Context: an optimization exercise on an open-source flow, tuned for small area, a short achievable clock period and few clock cycles per item. The choices shown serve that exercise and are no tape-out recipe. In this exercise RTL edits were held to simulation tests only and were not proved equivalent to the original. No activity file was given, so power comes from the tool's default toggle rates.

`design/flow/run.sh`:
```
#!/bin/bash
# synth_recipe.tcl (not shown) runs the flow's synth.tcl, then flattens the netlist and writes it again
# the make line also repeats each setting of config.mk as NAME=value (left out here)
make -C /OpenROAD-flow-scripts/flow DESIGN_CONFIG=/design/flow/config.mk WORK_HOME=/design/flow/orfs CLKGATE_MAP_FILE= SYNTH_SCRIPT=/design/flow/synth_recipe.tcl finish
```
`design/flow/config.mk`:
```
export PLATFORM = sky130hd
export DESIGN_NAME = ex_stage_muldiv
export DESIGN_NICKNAME = ex_stage_muldiv
export VERILOG_FILES = /design/flow/design.v
export SDC_FILE = /design/flow/constraint.sdc
export NUM_CORES = 4
export LEC_CHECK = 0
export CAP_MARGIN = 20
export CORE_MARGIN = 2
export CORE_UTILIZATION = 40
export SLEW_MARGIN = 20
```
`design/flow/constraint.sdc`:
```
create_clock -name core_clock -period 10.0 [get_ports {clk}]
set_input_delay 2.0000 -clock core_clock [delete_from_list [all_inputs] [get_ports {clk}]]
set_output_delay 2.0000 -clock core_clock [all_outputs]
set_load 0.01 [all_outputs]
```
`design/flow/design.v`:
```
module ex_stage_muldiv #(
  parameter int unsigned DATA_W  = 32,
  parameter int unsigned SHAMT_W = $clog2(DATA_W)
) (
  input  logic              clk,
  input  logic              rst_n,
  input  logic              pridictor_wrong,
  input  logic [3:0]        id_ex_alu_op,
  input  logic              id_ex_reg_dst,
  input  logic              id_ex_alu_src,
  input  logic              id_ex_mem_read,
  input  logic              id_ex_mem_write,
  input  logic              id_ex_mem_to_reg,
  input  logic              id_ex_reg_write,
  input  logic              id_ex_branch,
  input  logic              id_ex_branch_bne,
  input  logic [DATA_W-1:0] id_ex_reg_read_data1,
  input  logic [DATA_W-1:0] id_ex_reg_read_data2,
  input  logic [4:0]        id_ex_rs,
  input  logic [4:0]        id_ex_rt,
  input  logic [4:0]        id_ex_rd,
  input  logic [DATA_W-1:0] id_ex_sign_extended,
  input  logic [DATA_W-1:0] ex_mem_alu_result,
  input  logic [DATA_W-1:0] wb_write_data,
  input  logic [4:0]        ex_mem_rd,
  input  logic [4:0]        mem_wb_rd,
  input  logic              ex_mem_reg_write_in,
  input  logic              mem_wb_reg_write,
  output logic [DATA_W-1:0] ex_mem_alu_result_out,
  output logic [DATA_W-1:0] ex_mem_reg_read_data2,
  output logic [4:0]        ex_mem_rd_out,
  output logic              ex_mem_mem_read,
  output logic              ex_mem_mem_write,
  output logic              ex_mem_mem_to_reg,
  output logic              ex_mem_reg_write,
  output logic              ex_mem_branch,
  output logic              ex_mem_branch_bne,
  output logic [4:0]        id_ex_rt_out,
  output logic              id_ex_mem_read_out,
  output logic              ex_stall,
  output logic              md_busy
);
  localparam int unsigned P_W = 2 * DATA_W;
  typedef enum logic {MD_IDLE = 1'b0, MD_BUSY = 1'b1} md_state_e;
  md_state_e         state_q, state_d;
  logic              accept, finish;
  logic [1:0]        fwd_sel_a, fwd_sel_b;
  logic [DATA_W-1:0] fwd_a, fwd_b, alu_b, alu_res;
  logic [5:0]        funct;
  logic [SHAMT_W-1:0] shamt;
  logic              is_r, is_md, is_mf, flush, bubble;
  logic [4:0]        dest;
  logic [DATA_W-1:0] hi_q, lo_q;
  logic [DATA_W-1:0] md_a_q;
  logic [P_W-1:0]    md_p_q;
  logic              md_div_q, md_neg_lo_q, md_neg_hi_q, md_dz_q;
  logic [SHAMT_W-1:0] cnt_q;
  logic [DATA_W:0]   mul_sum, div_rem_sh, div_diff;
  logic              div_ge;
  logic [P_W-1:0]    mul_next, div_next, step_p, prod_fix;
  logic [DATA_W-1:0] quo, rem, quo_fix, rem_fix;
  logic              op_signed, a_neg, b_neg;
  logic [DATA_W-1:0] a_mag, b_mag;
  assign flush = pridictor_wrong;
  assign funct = id_ex_sign_extended[5:0];
  assign shamt = id_ex_sign_extended[6 +: SHAMT_W];
  assign is_r  = (id_ex_alu_op == 4'b0010);
  assign is_md = is_r && (funct[5:2] == 4'b0110);
  assign is_mf = is_r && (funct == 6'b010000 || funct == 6'b010010);
  assign dest  = id_ex_reg_dst ? id_ex_rd : id_ex_rt;
  always_comb begin
    fwd_sel_a = 2'b00;
    fwd_sel_b = 2'b00;
    if (ex_mem_reg_write_in && ex_mem_rd != 5'd0 && ex_mem_rd == id_ex_rs)
      fwd_sel_a = 2'b10;
    else if (mem_wb_reg_write && mem_wb_rd != 5'd0 && mem_wb_rd == id_ex_rs)
      fwd_sel_a = 2'b01;
    if (ex_mem_reg_write_in && ex_mem_rd != 5'd0 && ex_mem_rd == id_ex_rt)
      fwd_sel_b = 2'b10;
    else if (mem_wb_reg_write && mem_wb_rd != 5'd0 && mem_wb_rd == id_ex_rt)
      fwd_sel_b = 2'b01;
  end
  always_comb begin
    case (fwd_sel_a)
      2'b10:   fwd_a = ex_mem_alu_result;
      2'b01:   fwd_a = wb_write_data;
      default: fwd_a = id_ex_reg_read_data1;
    endcase
    case (fwd_sel_b)
      2'b10:   fwd_b = ex_mem_alu_result;
      2'b01:   fwd_b = wb_write_data;
      default: fwd_b = id_ex_reg_read_data2;
    endcase
  end
  assign alu_b = id_ex_alu_src ? id_ex_sign_extended : fwd_b;
  always_comb begin
    alu_res = '0;
    if (is_r) begin
      case (funct)
        6'b100000, 6'b100001: alu_res = fwd_a + alu_b;
        6'b100010, 6'b100011: alu_res = fwd_a - alu_b;
        6'b100100:            alu_res = fwd_a & alu_b;
        6'b100101:            alu_res = fwd_a | alu_b;
        6'b100110:            alu_res = fwd_a ^ alu_b;
        6'b100111:            alu_res = ~(fwd_a | alu_b);
        6'b101010:            alu_res = DATA_W'($signed(fwd_a) < $signed(alu_b));
        6'b101011:            alu_res = DATA_W'(fwd_a < alu_b);
        6'b000000:            alu_res = fwd_b << shamt;
        6'b000010:            alu_res = fwd_b >> shamt;
        6'b000011:            alu_res = DATA_W'($signed(fwd_b) >>> shamt);
        6'b010000:            alu_res = hi_q;
        6'b010010:            alu_res = lo_q;
        default:              alu_res = '0;
      endcase
    end else begin
      case (id_ex_alu_op)
        4'b0000, 4'b0100: alu_res = fwd_a + alu_b;
        4'b0001:          alu_res = fwd_a - alu_b;
        4'b0101:          alu_res = fwd_a & alu_b;
        4'b0110:          alu_res = fwd_a | alu_b;
        4'b0111:          alu_res = DATA_W'($signed(fwd_a) < $signed(alu_b));
        4'b1000:          alu_res = fwd_a ^ alu_b;
        default:          alu_res = '0;
      endcase
    end
  end
  assign ex_stall           = !flush && md_busy && (is_md || is_mf);
  assign id_ex_rt_out       = flush ? 5'd0 : id_ex_rt;
  assign id_ex_mem_read_out = flush ? 1'b0 : id_ex_mem_read;
  assign bubble = flush || ex_stall || is_md;
  always_ff @(posedge clk or negedge rst_n) begin
    if (!rst_n) begin
      ex_mem_alu_result_out <= '0;
      ex_mem_reg_read_data2 <= '0;
      ex_mem_rd_out         <= '0;
      ex_mem_mem_read       <= 1'b0;
      ex_mem_mem_write      <= 1'b0;
      ex_mem_mem_to_reg     <= 1'b0;
      ex_mem_reg_write      <= 1'b0;
      ex_mem_branch         <= 1'b0;
      ex_mem_branch_bne     <= 1'b0;
    end else if (bubble) begin
      ex_mem_alu_result_out <= '0;
      ex_mem_reg_read_data2 <= '0;
      ex_mem_rd_out         <= '0;
      ex_mem_mem_read       <= 1'b0;
      ex_mem_mem_write      <= 1'b0;
      ex_mem_mem_to_reg     <= 1'b0;
      ex_mem_reg_write      <= 1'b0;
      ex_mem_branch         <= 1'b0;
      ex_mem_branch_bne     <= 1'b0;
    end else begin
      ex_mem_alu_result_out <= alu_res;
      ex_mem_reg_read_data2 <= fwd_b;
      ex_mem_rd_out         <= dest;
      ex_mem_mem_read       <= id_ex_mem_read;
      ex_mem_mem_write      <= id_ex_mem_write;
      ex_mem_mem_to_reg     <= id_ex_mem_to_reg;
      ex_mem_reg_write      <= id_ex_reg_write;
      ex_mem_branch         <= id_ex_branch;
      ex_mem_branch_bne     <= id_ex_branch_bne;
    end
  end
  always_ff @(posedge clk or negedge rst_n) begin
    if (!rst_n) state_q <= MD_IDLE;
    else        state_q <= state_d;
  end
  always_comb begin
    state_d = state_q;
    accept  = 1'b0;
    finish  = 1'b0;
    case (state_q)
      MD_IDLE: if (is_md && !flush) begin
        accept  = 1'b1;
        state_d = MD_BUSY;
      end
      MD_BUSY: if (cnt_q == SHAMT_W'(DATA_W - 1)) begin
        finish  = 1'b1;
        state_d = MD_IDLE;
      end
      default: state_d = MD_IDLE;
    endcase
  end
  assign md_busy = (state_q == MD_BUSY);
  assign op_signed = !funct[0];
  assign a_neg     = op_signed && fwd_a[DATA_W-1];
  assign b_neg     = op_signed && fwd_b[DATA_W-1];
  assign a_mag     = a_neg ? -fwd_a : fwd_a;
  assign b_mag     = b_neg ? -fwd_b : fwd_b;
  assign mul_sum    = {1'b0, md_p_q[P_W-1:DATA_W]} + (md_p_q[0] ? {1'b0, md_a_q} : '0);
  assign mul_next   = {mul_sum, md_p_q[DATA_W-1:1]};
  assign div_rem_sh = {md_p_q[P_W-1:DATA_W], md_p_q[DATA_W-1]};
  assign div_diff   = div_rem_sh - {1'b0, md_a_q};
  assign div_ge     = !div_diff[DATA_W];
  assign div_next   = {(div_ge ? div_diff[DATA_W-1:0] : div_rem_sh[DATA_W-1:0]),
                       md_p_q[DATA_W-2:0], div_ge};
  assign step_p     = md_div_q ? div_next : mul_next;
  assign prod_fix = md_neg_lo_q ? -step_p : step_p;
  assign quo      = step_p[DATA_W-1:0];
  assign rem      = step_p[P_W-1:DATA_W];
  assign quo_fix  = md_dz_q ? '1 : (md_neg_lo_q ? -quo : quo);
  assign rem_fix  = md_neg_hi_q ? -rem : rem;
  always_ff @(posedge clk or negedge rst_n) begin
    if (!rst_n) begin
      hi_q        <= '0;
      lo_q        <= '0;
      md_a_q      <= '0;
      md_p_q      <= '0;
      md_div_q    <= 1'b0;
      md_neg_lo_q <= 1'b0;
      md_neg_hi_q <= 1'b0;
      md_dz_q     <= 1'b0;
      cnt_q       <= '0;
    end else if (accept) begin
      md_div_q    <= funct[1];
      md_neg_lo_q <= a_neg ^ b_neg;
      md_neg_hi_q <= funct[1] && a_neg;
      md_dz_q     <= funct[1] && (fwd_b == '0);
      md_a_q      <= funct[1] ? b_mag : a_mag;
      md_p_q      <= {{DATA_W{1'b0}}, (funct[1] ? a_mag : b_mag)};
      cnt_q       <= '0;
    end else if (state_q == MD_BUSY) begin
      md_p_q <= step_p;
      cnt_q  <= cnt_q + 1'b1;
      if (finish) begin
        if (md_div_q) begin
          hi_q <= rem_fix;
          lo_q <= quo_fix;
        end else begin
          hi_q <= prod_fix[P_W-1:DATA_W];
          lo_q <= prod_fix[DATA_W-1:0];
        end
      end
    end
  end
endmodule
```
==> metrics.yaml <==
drt:
  dr.pass1.iters: 14
  vias: 34830
  wl_final_um: 161700
  wl_per_cell_um: 30.25
  vias_per_cell: 6.515
  drt.antenna.violating_nets: 0
  drc: 0
  dr.first_iter.drc_count: 4677
clocking:
  tritoncts: "yes"
  clkSlewWorstSetupHoldPaths_ns: 0.06
  setup_bufs_post_cts: 0
  cts_hold_buffers: 0
  cts_num_sinks: 245
  cts.root.buffer_cell: "clkbuf_16"
  ctsResizeCount: 0
  cts_made_buffers: 36
  insertion_delay_ns: 0.57
  clockBufferDepth: 3
  clock_tree.htree_level_count: 2
synth:
  synth_edf_count: 0
  synth_cell_types: 97
  mappedNetlistArea_mm2: 0.03070
  synthFlopType: "dfrtp_1"
  synth.net_count: 4523
  ys_warn_count: 1
  synth-async-reset-ratio: 1.000
  synth_sequential_area_ratio: 0.1997
  synthesis.instances: 4138
  synth-seq-cells: 245
  synthesis.area_per_instance_um2: 7.420
global_routing:
  globalRoute.totalOverflow: 0
  grt_pass1_vias: 32690
  grt_pass1_wl_um: 231100
  globalRouteTotalUtil: 0.3991
  antenna_violations_before_repair: 6
  grt_start_max_net_pins: 140
timing:
  worst-slew-pin-transition_ns: 1.218
  maxSlewViolCount: 0
  finalHoldViolations: 0
  finClkSkew_ns: 0.02083
  grt_setup_unrepaired: "false"
  clock.fmax_mhz: 112.7
  tns_ns: 0
  relative_slew_slack: 0.1879
  min_period_over_period: 0.8870
  time_the_final_worst_path_needs_with_i_o_delays_and_setup_ns: 8.870
  finalSetupViolations: 0
flow_run:
  cap_viol_max_count: 0
cells_and_area:
  syn2layout_area_growth_pct: 17.04
  finalNetCount: 4676
  post_layout_nonfiller_instances: 5347
  largest_register_ffs: 64
  top_register: "md_p_q"
  final_cell_area_mm2: 0.03594
  drive_above_1_share: 0.08573
  layout.filler_cells: 7732
worst_setup_path:
  critical_path_peak_fanout: 9
  path_class: "input pin to register"
  crit_path_top_delay_cell: "o21ai_0"
  critical_path.endpoint_type: "register"
  cpMostUsedCell: "o21ai_0"
  path_delay_family: "compound AO/OA/AOI/OAI gates"
  timing.critical_path.buf_inv: 3
  stage_delay_of_the_slowest_cell_on_the_critical_path_ns: 0.96
  worst-endpoint-arrival_ns: 9.37
  cp.required_ns: 10.50
  start_kind: "input pin"
  crit_path_cell_trace: "clkdlybuf4s50_1 > xnor2_1 > nand3_1 > or3_1 > buf_4 > nand2_1 > o221ai_1 > o21ai_0 > fa_1 > o21bai_1 > a21oi_1 > buf_4 > o21ai_0 > a211oi_1 > nor2_1 > nor4_1 > o31a_1 > o31a_1 > o21ai_0 > a2111oi_0 > a31oi_1 > o21ai_0 > and3_1"
die:
  die_span_y_um: 281.1
  floorplan.core_area_mm2: 0.07595
  die_area_mm2: 0.07899
  start_util: 0.4043
  floorplan.io_pins: 285
  fp-row-count: 101
  fp.dieW_um: 281.1
hold_path:
  hold_path.class: "register to register"
placed_design:
  placement.cell_area_mm2: 0.03477
  place_inst: 5283
  buffer_ports.inserted: 284
  place_congestion: 1.081
  hpwlAfterDp_um: 126200
power_and_ir_drop:
  static_leakage_uw: 0.01477
  p_per_area_mw_per_mm2: 214.0
  worst_ir_drop_vdd_v: 0.0001274
status:
  outcome: "finished clean"
## synth_stat cells, types with 35 or more instances
cell type | n | area, um2
a21oi_1 | 342 | 1712
o211ai_1 | 56 | 420.4
nor2_1 | 416 | 1562
nand2_1 | 406 | 1524
buf_1 | 45 | 168.9
dfrtp_1 | 245 | 6131
or3_1 | 38 | 237.7
nand3_1 | 76 | 380.4
nor3_1 | 106 | 530.5
xnor2_1 | 194 | 1699
mux2i_1 | 154 | 1541
o221ai_1 | 51 | 446.7
a211oi_1 | 90 | 675.7
a21o_1 | 43 | 322.8
ha_1 | 179 | 2240
nand2b_1 | 48 | 300.3
mux4_2 | 35 | 788.3
clkbuf_1 | 253 | 949.7
a221oi_1 | 44 | 385.4
and2_1 | 67 | 419.2
o21ai_0 | 372 | 1862
inv_1 | 172 | 645.6
xor2_1 | 62 | 543.0
a31oi_1 | 53 | 331.6
## cell usage in the layout, fill, tap and decap left out, drive strengths merged, types with 43 or more instances in the layout
cell / n
and2: 73
nand2b: 48
o211ai: 56
o21ai: 378
buf: 149
a21oi: 346
clkdlybuf4s50: 276
ha: 179
a21o: 43
o221ai: 52
nand3: 77
mux2i: 154
clkbuf: 47
xor2: 62
xnor2: 194
a211oi: 91
a221oi: 44
nand2: 407
dfrtp: 245
a31oi: 53
nor2: 417
nor3: 107
inv: 174
## where the power goes
part	total (uW)	switching (uW)	internal, uW
clock	1290	533	759
combinational	4880	3130	1750
sequential	1520	304	1220
## per-layer routing
| layer | part of all wire | wire, um | track usage |
|---|---|---|---|
| met3 | 0.098 | 15870 | 0.08563 |
| met1 | 0.38 | 62080 | 0.4954 |
| met5 | 0.00019 | 30 | 0 |
| met4 | 0.088 | 14260 | 0.2903 |
| met2 | 0.43 | 69500 | 0.6104 |
## cell families after synthesis
kind of cell / Yosys count / share of synthesized area
muxes: 217 / 0.08615
and+or+nand+nor: 1343 / 0.2044
buffers and inverters: 486 / 0.06060
adders and majority gates: 184 / 0.07588
DFF: 245 / 0.1997
AOI/OAI and AO/OA: 1407 / 0.3003
xor gates and xnor gates: 256 / 0.07303
## stage by stage
stage	power (uW)	setup slack [ns]	util	hold slack, ns
global route	8096	0.7894	0.4731	0.5069
global placement	6253	0.9847	0.4579	0.4755
CTS	7587	1.459	0.4731	0.4873
floorplan	4504	2.646	-	0.4449
detailed placement	6258	0.8967	0.4579	0.4751
finish	7691	1.130	0.4732	0.4886
## tightest hold or removal path: cells and delay by family, from the launching register on
kind             cells  cell delay (ns)
AND/OR/NAND/NOR      1             0.05
AO/OA/AOI/OAI        1             0.05
flip-flops           1             0.35
## path summary, 6_finish.rpt
path | start | end | slack, ns | cells past startpoint
worst max-delay path | id_ex_rt[0] | ex_mem_alu_result_out[0]$_DFF_PN0_ | 1.13 | 23
worst min-delay path | md_neg_lo_q$_DFFE_PN0P_ | md_neg_lo_q$_DFFE_PN0P_ | 0.49 | 2
worst max register to register | md_p_q[31]$_DFFE_PN0P_ | hi_q[26]$_DFFE_PN0P_ | 2.82 | 27
worst min register to register | md_neg_lo_q$_DFFE_PN0P_ | md_neg_lo_q$_DFFE_PN0P_ | 0.49 | 2
max in group asynchronous | rst_n | state_q$_DFF_PN0_ | 7.27 | 2
min in group asynchronous | rst_n | md_p_q[56]$_DFFE_PN0P_ | 1.39 | 1
## cell type report
type                    count  area, um2  area share
diodes                      1      2.502  0.00006964
inverters                 176      660.6     0.01838
multi-input cells        3407      22800      0.6343
well taps                1030       1289     0.03586
flip-flops and latches    245       6138      0.1708
clock inverters            16      157.7    0.004387
repair buffers            425       3890      0.1082
clock buffers              47       1002     0.02789
Testbench counts, summed over its fixed seeds: cycles 14,851, instrs 4,816.

re-timing with driven ports:
The results above use ideal ports. As a check the final layout listed here was re-extracted and re-timed, cells and wires unchanged.
Step 1 assumes that a clkbuf_16 drives the clock port and a buf_2 every other input.
Step 2 times the ports against the registers' clock, not the clock port: input delays grow and output delays shrink by t, the midpoint of the rising clock arrivals with the driver on.
a / b / c = ideal ports / drivers / drivers and shift; a / b = the first two.
t, ns: 0.631
setup WS [ns]: 1.130 / 1.169 / 0.538
worst setup path after step 2: input to register
clock arrival spread, ns: 0.024 / 0.023
worst slew at a driven data input, ns: 0.07
After both steps setup and hold are still met in this run. For this run, drivers alone change the setup slack by +0.039 ns; drivers and shift together by -0.592 ns.
